This is an optimization exercise on Yosys and OpenROAD, whose aim is small area, a short achievable clock period and few clock cycles per item, not a production implementation. The RTL was checked by simulation tests, not by an equivalence proof against the original design.

Setup of the previous run:
## sw_top
module sw_top (
	input  logic clk,
	input  logic rst_n,
	input  logic i_set_t,
	input  logic [sw_pkg::MAX_T_LOG-1:0] i_t_len,
	input  logic [1:0] i_t_base,
	input  logic i_t_valid,
	output logic o_t_ready,
	input  logic i_start_cal,
	input  logic [sw_pkg::PE_NUM*2-1:0] i_s,
	input  logic [sw_pkg::PE_NUM_LOG-1:0] i_s_len,
	input  logic [sw_pkg::PARAM_W-1:0] i_match,
	input  logic [sw_pkg::PARAM_W-1:0] i_mismatch,
	input  logic [sw_pkg::PARAM_W-1:0] i_gap_open,
	input  logic [sw_pkg::PARAM_W-1:0] i_gap_extend,
	input  logic i_param_valid,
	output logic o_busy,
	output logic signed [sw_pkg::SCORE_W-1:0] o_result,
	output logic o_valid
);
export LEC_CHECK = 0
export ABC_AREA = 1
export CAP_MARGIN = 20
export CORE_MARGIN = 2
export CORE_UTILIZATION = 55
export SLEW_MARGIN = 20
create_clock -name core_clock -period 18.0 [get_ports {clk}]
standard.sh (not shown) runs the stock make flow with config.mk's settings and CLKGATE_MAP_FILE= SYNTH_SCRIPT=/design/flow/synth_recipe.tcl, a recipe that flattens the netlist after the stock synthesis.
==> flow/flow/run.sh <==
#!/bin/bash
# Standard layout, with buf_4 port buffers and repair_timing aiming for more
# setup slack than the 0 ns default.
set -euo pipefail
bash standard.sh SETUP_SLACK_MARGIN=13.2 "BUFFER_PORTS_ARGS=-buffer_cell sky130_fd_sc_hd__buf_4" finish > standard_flow.log 2>&1
The previous run finished every stage and its layout cleared the timing, design-rule and antenna checks.
Testbench counts of the previous run, summed over its fixed seeds: cycles 17,102, items 576.
Setup changes, the previous run to the current run
-- flow/design.v --
<<< the previous run, line 30
	input  logic i_fast,
	input  logic i_fast_hit,
	input  logic [sw_pkg::PARAM_W-1:0] i_ds1_next,
	input  logic [sw_pkg::PARAM_W-1:0] i_match_open,
	input  logic [sw_pkg::PARAM_W-1:0] i_match,
>>> the current run, line 30
	input  logic i_fast,
	input  logic i_fast_hit,
	input  logic [sw_pkg::PARAM_W-1:0] i_match_open,
	input  logic [sw_pkg::PARAM_W-1:0] i_match,
<<< the previous run, line 86
		logic [W-1:0] ds_q;
		always_ff @(posedge clk)
			ds_q <= W'(i_ds1_next);
		assign ds = ds_q;
		always_comb begin
>>> the current run, line 85
		logic [W-1:0] ds_q;
		always_ff @(posedge clk)
			ds_q <= (i_t_left == i_s_base) ? W'(i_match) : '0;
		assign ds = ds_q;
		always_comb begin
<<< the previous run, line 198
	input  logic [sw_pkg::PARAM_W-1:0] i_match_open,
	input  logic [sw_pkg::PARAM_W-1:0] i_match,
	input  logic [sw_pkg::PARAM_W-1:0] i_ds1_next,
	input  logic [sw_pkg::PARAM_W:0] i_neg_mismatch,
	input  logic [sw_pkg::PARAM_W-1:0] i_open,
>>> the current run, line 197
	input  logic [sw_pkg::PARAM_W-1:0] i_match_open,
	input  logic [sw_pkg::PARAM_W-1:0] i_match,
	input  logic [1:0] i_s1_next,
	input  logic [sw_pkg::PARAM_W-1:0] i_match_next,
	input  logic [sw_pkg::PARAM_W:0] i_neg_mismatch,
	input  logic [sw_pkg::PARAM_W-1:0] i_open,
<<< the previous run, line 227
			.rst_n      (rst_n),
			.i_en       (i_s_len > NL'(k)),
			.i_s_base   (i_s[2*k+1:2*k]),
			.i_t_left   (t_chain[k]),
			.i_v_left   (v_chain[k]),
>>> the current run, line 227
			.rst_n      (rst_n),
			.i_en       (i_s_len > NL'(k)),
			.i_s_base   (k == 0 ? i_s1_next : i_s[2*k+1:2*k]),
			.i_t_left   (t_chain[k]),
			.i_v_left   (v_chain[k]),
<<< the previous run, line 237
			.i_fast_hit (fast_hit[k < 2 ? k : 1]),
			.i_match_open (i_match_open),
			.i_match    (i_match),
			.i_ds1_next (i_ds1_next),
			.i_neg_mismatch (i_neg_mismatch),
			.i_open     (i_open),
>>> the current run, line 237
			.i_fast_hit (fast_hit[k < 2 ? k : 1]),
			.i_match_open (i_match_open),
			.i_match    (k == 0 ? i_match_next : i_match),
			.i_neg_mismatch (i_neg_mismatch),
			.i_open     (i_open),
<<< the previous run, line 298
	logic [1:0] mem_base1;
	logic playing;
	logic [PW-1:0] ds1_next;
	logic [PW-1:0] match_open;
	logic accept;
>>> the current run, line 297
	logic [1:0] mem_base1;
	logic playing;
	logic [PW-1:0] match_open;
	logic accept;
<<< the previous run, line 330
		else
			head_base = mem_base0;
	end
	logic [PW-1:0] ds1_fast;
	logic [PW-1:0] ds1_play;
	logic [PW-1:0] ds1_idle;
	assign ds1_fast = (mem_base1 == i_s[1:0]) ? match_q : '0;
	assign ds1_play = (mem_base == s_q[1:0]) ? match_q : '0;
	assign ds1_idle = (mem_base0 == i_s[1:0]) ? (i_param_valid ? i_match : match_q) : '0;
	always_comb begin
		if (fast)
			ds1_next = ds1_fast;
		else if (playing)
			ds1_next = ds1_play;
		else
			ds1_next = ds1_idle;
	end
	assign match_open = (match_q > open_q) ? match_q - open_q : '0;
>>> the current run, line 328
		else
			head_base = mem_base0;
	end
	assign match_open = (match_q > open_q) ? match_q - open_q : '0;
<<< the previous run, line 424
		.i_match_open (match_open),
		.i_match    (match_q),
		.i_ds1_next (ds1_next),
		.i_neg_mismatch (-{1'b0, mismatch_q}),
		.i_open     (open_q),
>>> the current run, line 408
		.i_match_open (match_open),
		.i_match    (match_q),
		.i_s1_next  (calc ? s_q[1:0] : i_s[1:0]),
		.i_match_next (calc ? match_q : (i_param_valid ? i_match : match_q)),
		.i_neg_mismatch (-{1'b0, mismatch_q}),
		.i_open     (open_q),
==> comparison <==
Against the previous run, final area in the current run fell slightly. Die area: the current run vs the previous run — no meaningful difference. Changes observed in the current run relative to the previous run: area after synthesis was more or less identical, sequential share of layout area was more or less identical, number of different library cells in the post-synthesis netlist went up by 15%. Comparing the current run against the previous run, there is no change at all in detailed-route DRC error count. The async set-reset flop share out of synthesis on the current run is in line with that on the previous run. On sequential cell area in the final layout, the previous run tracks the current run almost exactly. Max slew at the pin with the worst max-slew slack across the current run and the previous run: the current run. Time the final worst path needs with I/O delays and setup on the current run is ahead of the previous run. Hold slack, the current run and the previous run: lower on the current run. In the current run the number of standard cells in the final layout excluding fillers turned out 54 lower than in the previous run.
Testbench counts of the current run, summed over its fixed seeds: cycles 17,102, items 576.

==> afterwards: timing with drivers on the ports <==
The flow's constraints put no driver on any port. The routed layouts listed below were extracted and timed again, unchanged, in two steps.
Step 1, drivers: a clkbuf_16 drives clk and a buf_2 each remaining input, both assumed.
Step 2 adds t to the input delays and takes it off the output delays; t is the mean of the earliest and latest rising clock arrival at the registers after step 1. Input paths then give back, and output paths get back, about the clock's delay inside the block.
a / b / c = ideal ports / drivers / drivers and shift; a / b = the first two.
| run | t, ns | slack for setup (ns) | worst register clock-pin slew, ns | worst slew at a driven data input, ns |
|---|---|---|---|---|
| the previous run | 0.688 | 13.196 / 13.122 / 12.663 | 0.07 / 0.07 | 0.08 |
| the current run | 0.703 | 13.207 / 13.140 / 12.597 | 0.07 / 0.07 | 0.06 |
After both steps every run listed still meets setup and hold. The setup slack of the current run, which loses most, moves by -0.067 ns with the drivers and by -0.610 ns with both steps.
